From an optimization exercise on the open Yosys and OpenROAD flow, aimed at small area; shortcuts taken in it are not production practice. Function was checked by simulation only, so behaviour that the tests miss may differ from the original. No activity file was given, so power comes from the tool's default toggle rates.

`flow/constraint.sdc`:
```
create_clock -name core_clock -period 10.0 [get_ports {clk}]
set_input_delay 2.0000 -clock core_clock [delete_from_list [all_inputs] [get_ports {clk}]]
set_output_delay 2.0000 -clock core_clock [all_outputs]
set_load 0.01 [all_outputs]
```
`flow/run.sh`:
```
#!/bin/bash
# synth_recipe.tcl (not shown) runs the flow's synth.tcl, then flattens the netlist and writes it again
# the make line also repeats each setting of config.mk as NAME=value (left out here)
make -C /OpenROAD-flow-scripts/flow DESIGN_CONFIG=/design/flow/config.mk WORK_HOME=/design/flow/orfs CLKGATE_MAP_FILE= SYNTH_SCRIPT=/design/flow/synth_recipe.tcl finish
```
`flow/config.mk`:
```
export PLATFORM = sky130hd
export DESIGN_NAME = mem_walker_stride_nest
export DESIGN_NICKNAME = mem_walker_stride_nest
export VERILOG_FILES = /design/flow/design.v
export SDC_FILE = /design/flow/constraint.sdc
export NUM_CORES = 4
export LEC_CHECK = 0
export CAP_MARGIN = 20
export CORE_MARGIN = 2
export CORE_UTILIZATION = 40
export SLEW_MARGIN = 20
```
`flow/design.v`:
```
package mem_walker_pkg;
  typedef enum logic [1:0] {
    ST_IDLE  = 2'd0,
    ST_CFG   = 2'd1,
    ST_RUN   = 2'd2,
    ST_DRAIN = 2'd3
  } walk_state_e;
  localparam int unsigned BUF_DEPTH  = 2;
  localparam int unsigned BUF_PTR_W  = 1;
  localparam int unsigned BUF_CNT_W  = 2;
  localparam int unsigned SEXT_MAX_W = 64;
  function automatic logic [SEXT_MAX_W-1:0] sign_extend(input logic [SEXT_MAX_W-1:0] value,
                                                        input int unsigned width);
    logic [SEXT_MAX_W-1:0] shifted;
    shifted     = value << (SEXT_MAX_W - width);
    sign_extend = $signed(shifted) >>> (SEXT_MAX_W - width);
  endfunction
endpackage
import mem_walker_pkg::*;
module mem_walker_out_fifo
#(
  parameter int DATA_W = 48
) (
  input  logic                 clk,
  input  logic                 reset,
  input  logic                 push_valid,
  input  logic [DATA_W-1:0]    push_data,
  input  logic                 pop_ready,
  output logic [DATA_W-1:0]    out_data,
  output logic                 out_valid,
  output logic [BUF_CNT_W-1:0] count
);
  logic [DATA_W-1:0]    mem_q [BUF_DEPTH];
  logic [DATA_W-1:0]    mem_d [BUF_DEPTH];
  logic [BUF_PTR_W-1:0] wr_ptr_q, wr_ptr_d;
  logic [BUF_PTR_W-1:0] rd_ptr_q, rd_ptr_d;
  logic [BUF_CNT_W-1:0] count_q, count_d;
  logic                 full, pop, push;
  assign out_valid = count_q != '0;
  assign out_data  = mem_q[rd_ptr_q];
  assign count     = count_q;
  assign full      = count_q == BUF_CNT_W'(BUF_DEPTH);
  assign pop       = out_valid && pop_ready;
  assign push      = push_valid && (!full || pop);
  always_comb begin
    for (int i = 0; i < int'(BUF_DEPTH); i++) begin
      mem_d[i] = mem_q[i];
    end
    wr_ptr_d = wr_ptr_q;
    rd_ptr_d = rd_ptr_q;
    if (push) begin
      for (int i = 0; i < int'(BUF_DEPTH); i++) begin
        if (wr_ptr_q == BUF_PTR_W'(i)) mem_d[i] = push_data;
      end
      wr_ptr_d = wr_ptr_q + BUF_PTR_W'(1);
    end
    if (pop) begin
      rd_ptr_d = rd_ptr_q + BUF_PTR_W'(1);
    end
    count_d = count_q + BUF_CNT_W'(push) - BUF_CNT_W'(pop);
  end
  always_ff @(posedge clk or negedge reset) begin
    if (!reset) begin
      for (int i = 0; i < int'(BUF_DEPTH); i++) begin
        mem_q[i] <= '0;
      end
      wr_ptr_q <= '0;
      rd_ptr_q <= '0;
      count_q  <= '0;
    end else begin
      for (int i = 0; i < int'(BUF_DEPTH); i++) begin
        mem_q[i] <= mem_d[i];
      end
      wr_ptr_q <= wr_ptr_d;
      rd_ptr_q <= rd_ptr_d;
      count_q  <= count_d;
    end
  end
endmodule
import mem_walker_pkg::*;
module mem_walker_stride_nest
#(
  parameter int NUM_LOOPS     = 16,
  parameter int LOOP_ID_W     = 4,
  parameter int ADDR_WIDTH    = 48,
  parameter int ADDR_STRIDE_W = 16
) (
  input  logic                     clk,
  input  logic                     reset,
  input  logic [ADDR_WIDTH-1:0]    base_addr,
  input  logic                     loop_init,
  input  logic                     loop_enter,
  input  logic                     loop_index_valid,
  input  logic                     loop_exit,
  input  logic [LOOP_ID_W-1:0]     loop_index,
  input  logic                     loop_ctrl_done,
  input  logic                     cfg_addr_stride_v,
  input  logic [ADDR_STRIDE_W-1:0] cfg_addr_stride,
  output logic [ADDR_WIDTH-1:0]    addr_out,
  output logic                     addr_out_valid,
  input  logic                     addr_out_ready,
  output logic                     loop_stall,
  output logic                     busy,
  output logic                     cfg_err
);
  localparam logic [LOOP_ID_W:0] TABLE_FULL = (LOOP_ID_W + 1)'(NUM_LOOPS);
  mem_walker_pkg::walk_state_e state_q, state_d;
  logic [LOOP_ID_W:0]       cnt_q, cnt_d;
  logic [ADDR_STRIDE_W-1:0] stride_q [NUM_LOOPS];
  logic [ADDR_STRIDE_W-1:0] stride_d [NUM_LOOPS];
  logic [ADDR_WIDTH-1:0]    itr_q    [NUM_LOOPS];
  logic [ADDR_WIDTH-1:0]    itr_d    [NUM_LOOPS];
  logic [ADDR_WIDTH-1:0]    cur_q, cur_d;
  logic                     err_q, err_d;
  logic                     fifo_push, fifo_pop, fifo_full;
  logic [ADDR_WIDTH-1:0]    fifo_push_data;
  logic [BUF_CNT_W-1:0]     fifo_count;
  logic                     in_range, cfg_state, step_pushes;
  logic [ADDR_WIDTH-1:0]    step_stride, step_sum;
  logic                     unused_exit;
  assign unused_exit = loop_exit;
  assign fifo_pop    = addr_out_valid && addr_out_ready;
  assign fifo_full   = fifo_count == BUF_CNT_W'(BUF_DEPTH);
  assign cfg_state   = (state_q == ST_IDLE) || (state_q == ST_CFG);
  assign in_range    = {1'b0, loop_index} < cnt_q;
  assign step_stride = in_range
                     ? {{(ADDR_WIDTH-ADDR_STRIDE_W){stride_q[loop_index][ADDR_STRIDE_W-1]}}, stride_q[loop_index]}
                     : '0;
  assign step_sum    = (loop_enter ? cur_q : itr_q[loop_index]) + step_stride;
  assign step_pushes = 1'b1;
  always_comb begin
    state_d        = state_q;
    cnt_d          = cnt_q;
    for (int i = 0; i < NUM_LOOPS; i++) begin
      stride_d[i] = stride_q[i];
      itr_d[i]    = itr_q[i];
    end
    cur_d          = cur_q;
    err_d          = err_q;
    fifo_push      = 1'b0;
    fifo_push_data = '0;
    if (cfg_addr_stride_v) begin
      if (cfg_state && (cnt_q != TABLE_FULL)) begin
        for (int i = 0; i < NUM_LOOPS; i++) begin
          if (cnt_q[LOOP_ID_W-1:0] == LOOP_ID_W'(i)) stride_d[i] = cfg_addr_stride;
        end
        cnt_d = cnt_q + 1'b1;
      end else begin
        err_d = 1'b1;
      end
    end
    if (loop_init && (state_q != ST_DRAIN)) begin
      cur_d          = base_addr;
      fifo_push      = 1'b1;
      fifo_push_data = base_addr;
    end else if (state_q == ST_RUN) begin
      if (loop_index_valid) begin
        for (int i = 0; i < NUM_LOOPS; i++) begin
          if (loop_index == LOOP_ID_W'(i)) itr_d[i] = step_sum;
        end
        cur_d             = step_sum;
        fifo_push         = step_pushes;
        fifo_push_data    = step_sum;
        if (!in_range) begin
          err_d = 1'b1;
        end
      end else if (loop_enter) begin
        for (int i = 0; i < NUM_LOOPS; i++) begin
          if (loop_index == LOOP_ID_W'(i)) itr_d[i] = cur_q;
        end
      end
    end
    if (fifo_push && fifo_full && !fifo_pop) begin
      err_d = 1'b1;
    end
    case (state_q)
      ST_IDLE: begin
        if (loop_init)              state_d = ST_RUN;
        else if (cfg_addr_stride_v) state_d = ST_CFG;
      end
      ST_CFG: begin
        if (loop_init) state_d = ST_RUN;
      end
      ST_RUN: begin
        if (loop_ctrl_done) state_d = ST_DRAIN;
      end
      ST_DRAIN: begin
        if ((fifo_count == '0) || ((fifo_count == BUF_CNT_W'(1)) && fifo_pop)) begin
          state_d = ST_IDLE;
          cnt_d   = '0;
        end
      end
      default: state_d = ST_IDLE;
    endcase
  end
  always_ff @(posedge clk or negedge reset) begin
    if (!reset) begin
      state_q <= ST_IDLE;
      cnt_q   <= '0;
      cur_q   <= '0;
      err_q   <= 1'b0;
      for (int i = 0; i < NUM_LOOPS; i++) begin
        stride_q[i] <= '0;
        itr_q[i]    <= '0;
      end
    end else begin
      state_q  <= state_d;
      cnt_q    <= cnt_d;
      cur_q    <= cur_d;
      err_q    <= err_d;
      for (int i = 0; i < NUM_LOOPS; i++) begin
        stride_q[i] <= stride_d[i];
        itr_q[i]    <= itr_d[i];
      end
    end
  end
  mem_walker_out_fifo #(
    .DATA_W(ADDR_WIDTH)
  ) u_out_fifo (
    .clk       (clk),
    .reset     (reset),
    .push_valid(fifo_push),
    .push_data (fifo_push_data),
    .pop_ready (addr_out_ready),
    .out_data  (addr_out),
    .out_valid (addr_out_valid),
    .count     (fifo_count)
  );
  assign loop_stall = (fifo_count != '0) && !fifo_pop;
  assign busy       = state_q != ST_IDLE;
  assign cfg_err    = err_q;
endmodule
```
==> impl_metrics.yaml <==
placement:
  place_ws_ns: 0.781
  hpwl_um: 106000
  io_buffers: 127
  globalplace.congestion: 0.975
  dp.cells: 6953
floorplanning:
  fp.dieW_um: 369
  num_rows: 134
  core_area_sq_um: 133000
  die_h_um: 369
  die_area_sq_um: 137000
  ios: 129
  start_util_pct: 40.2
power:
  ir_worst_vdd_mv: 0.193
  power.leakage_uw: 0.0269
  power_density_nw_per_um2: 301
sta:
  drv_slew: 0
  finalSetupTns_ns: 0
  skew_ns: 0.0435
  period_needed_ns: 8.42
  tightest_slew_ns: 1.14
  fin_crit_sh_pct: 84.1
  final-hold-violation-count: 0
  setup_viol: 0
  whs_ns: 0.472
  maxSlewHeadroom_pct: 23.7
  timing.fmax_ghz: 0.119
  setup_ws_ns: 1.59
  grt_setup_unrepaired: "no"
clock_tree:
  cts_tree: "built"
  root_buffer: "clkbuf_16"
  htreeDepth: 3
  cts_resized: 0
  clkTransAtPathRegs_ns: 0.07
  hold_buffers: 0
  worst_skew_pair.late_latency_ns: 0.75
  cts_setup_buffers: 0
  clock_sinks: 1180
  cts_buffers: 116
  clk_path_buf_depth: 3
final_layout:
  finalCoreUtilization_pct: 46.0
  syn_to_final_growth_pct: 14.4
  mostFrequentLayoutCells: "1179 x dfrtp_1, 903 x nand2_1, 788 x o21ai_0"
  multiInputGateArea_sq_um: 22600
  final_common_cell: "dfrtp_1"
  fin_cells: 7175
  ff_latch_area_sq_um: 29500
  fin_nets: 5447
  fillers: 12400
  drive_above_1_share_pct: 14.7
flow_run:
  cap_viol_max_count: 0
drt:
  wl_um: 177000
  drt_first_pass_iters: 6
  drt-wirelength-per-cell_um: 24.7
  viasPerCell: 5.86
  vias: 42000
  drt_iter0_drc: 4155
  ant_nets: 0
  drc: 0
worst_setup_path:
  startpoint: "loop_index[0]"
  crit_arrival_ns: 8.99
  r2r_cells: 18
  worstPathMaxFanout: 20
  critPathKind: "in -> reg"
  reg2reg_from: "cnt_q[1]"
  crit_end: "itr_q[15][40]"
  critPathRequiredTime_ns: 10.57
  rrSetupSlack_ns: 4.06
  crit_path_end_kind: "register"
  critPathLaunchType: "input port"
  r2r-end: "u_out_fifo.mem_q[1][45]"
logic_synthesis:
  synth-seq-cells: 1180
  synth_ff_type: "dfrtp_1"
  syn_inst: 5351
  synth_nets: 5489
  synth-warning-count: 8
  seq_area_frac_synth_pct: 55.3
  synth_cell_types: 78
  async_flop_share_pct: 100
  syn_area_per_cell_sq_um: 9.99
  synth-edff-count: 0
  syn-cell-area_sq_um: 53400
grt:
  grt_max_degree: 175
  grt_pass1_vias: 40100
  overflow: 0
  antenna_found_initial: 9
  grtUsageTotal_pct: 25.8
  grt_pass1_wl_um: 266000
min_path:
  hold_class: "reg -> reg"
run_status:
  status: "no timing/DRC/antenna violations"
flip-flops by register name (all words and copies together), names as in the netlist:
| register | count |
|---|---|
| cnt_q | 5 |
| cur_q | 48 |
| err_q | 1 |
| itr_q | 768 |
| state_q | 2 |
| stride_q | 256 |
| u_out_fifo.count_q | 2 |
| u_out_fifo.mem_q | 96 |
| u_out_fifo.rd_ptr_q | 1 |
| u_out_fifo.wr_ptr_q | 1 |
how the worst min path moves through the flow:
stage / cells past startpoint / from / to
after floorplan: 2 / itr_q[13][47] / itr_q[13][47]
after detailed placement: 2 / u_out_fifo.mem_q[1][35] / u_out_fifo.mem_q[1][35]
after global routing: 2 / itr_q[3][9] / itr_q[3][9]
after global placement: 2 / u_out_fifo.mem_q[1][29] / u_out_fifo.mem_q[1][29]
after CTS: 2 / u_out_fifo.mem_q[1][1] / u_out_fifo.mem_q[1][1]
final: 2 / u_out_fifo.mem_q[0][25] / u_out_fifo.mem_q[0][25]
where the power goes:
group          switching, uW  internal [uW]
combinational           3620           2260
clock                   1950           2580
sequential              1130           6860
total                   6700          11700
logic make-up (layout without fill, tap and decap cells):
group | after synthesis | count (layout) | synth area share, %
other | 0 | 1 | 0
multiplexers | 389 | 389 | 8.10
AO/OA/AOI/OAI | 1760 | 1760 | 19.8
AND/OR/NAND/NOR | 1442 | 1442 | 11.2
flip-flops | 1180 | 1180 | 55.3
buffers and inverters | 470 | 525 | 3.36
XOR/XNOR | 49 | 49 | 0.803
adder cells (fa/ha/maj) | 61 | 61 | 1.44
area by class of cell:
class	count	share of cell area (%)
clock buffers	166	5.46
multi-input cells	3701	36.9
diodes	1	0.00409
inverters	27	0.166
repair buffers	283	4.55
flip-flops and latches	1180	48.3
well taps	1768	3.62
clock inverters	49	0.974
stage by stage:
stage	power, uW	cell area [sq um]
after floorplan	11500	53400
after global placement	13600	57000
after detailed placement	13800	57000
after CTS	18400	60900
after global routing	19500	61100
final	18400	61100
synth_stat cells, drive strengths merged, types with 46 or more instances:
cell	n	area, sq um
mux2i	46	468
o21ai	800	4040
a21oi	296	1490
a22oi	386	2900
clkbuf	378	1420
o22ai	66	413
mux2	343	3860
ha	60	751
dfrtp	1180	29500
nor2	259	972
nand3	67	340
buf	65	275
nand2	921	3460
nand4	101	638
routing by layer:
metal | routed length (um) | global-route usage, % | vias to the layer above
met5 | 0 | 0 | -
met4 | 4600 | 7.39 | 0
met3 | 15500 | 4.56 | 260
met2 | 79200 | 39.8 | 1741
met1 | 78200 | 37.0 | 21100
li1 | - | - | 19000
critical path, stage by stage:
cell and delay [ns]:
clkdlybuf4s50_1 0.82, nand2_1 0.61, nor2_4 1.08, buf_4 0.34
a22o_1 0.19, a221oi_1 0.06, nand3_1 0.09, o22ai_1 0.20
nor2_1 0.29, ha_1 0.32, a21oi_1 0.26, o21ai_0 0.13
a211oi_1 0.47, nand3_2 0.28, a21bo_2 0.31, a31o_2 0.29
nand3_1 0.14, mux2i_2 0.88, a21oi_1 0.15

-- what the ideal ports hide --
In the flow no input, the clock included, has a driving cell. The finished layout below was timed again as built, in two steps.
Step 1 sets driving cells, clkbuf_16 on the clock port and buf_2 on the other inputs (assumed; they add their load-dependent delay and slew).
Step 2, shift: input delay + t, output delay - t, t = (earliest + latest rising clock arrival at the registers) / 2. This alone moves slack from input paths to output paths.
Three values: ideal ports, drivers, drivers and shift; two values: the first two.
shift t [ns]: 0.812
slack for setup (ns): 1.585 / 1.641 / 0.829
worst setup path at the end: input to register
slew at the worst register clock pin (ns): 0.07 / 0.07
pins driven straight from the clock port: 1
After both steps setup and hold are still met in this run. For this run, drivers alone change the setup slack by +0.056 ns; drivers and shift together by -0.756 ns.
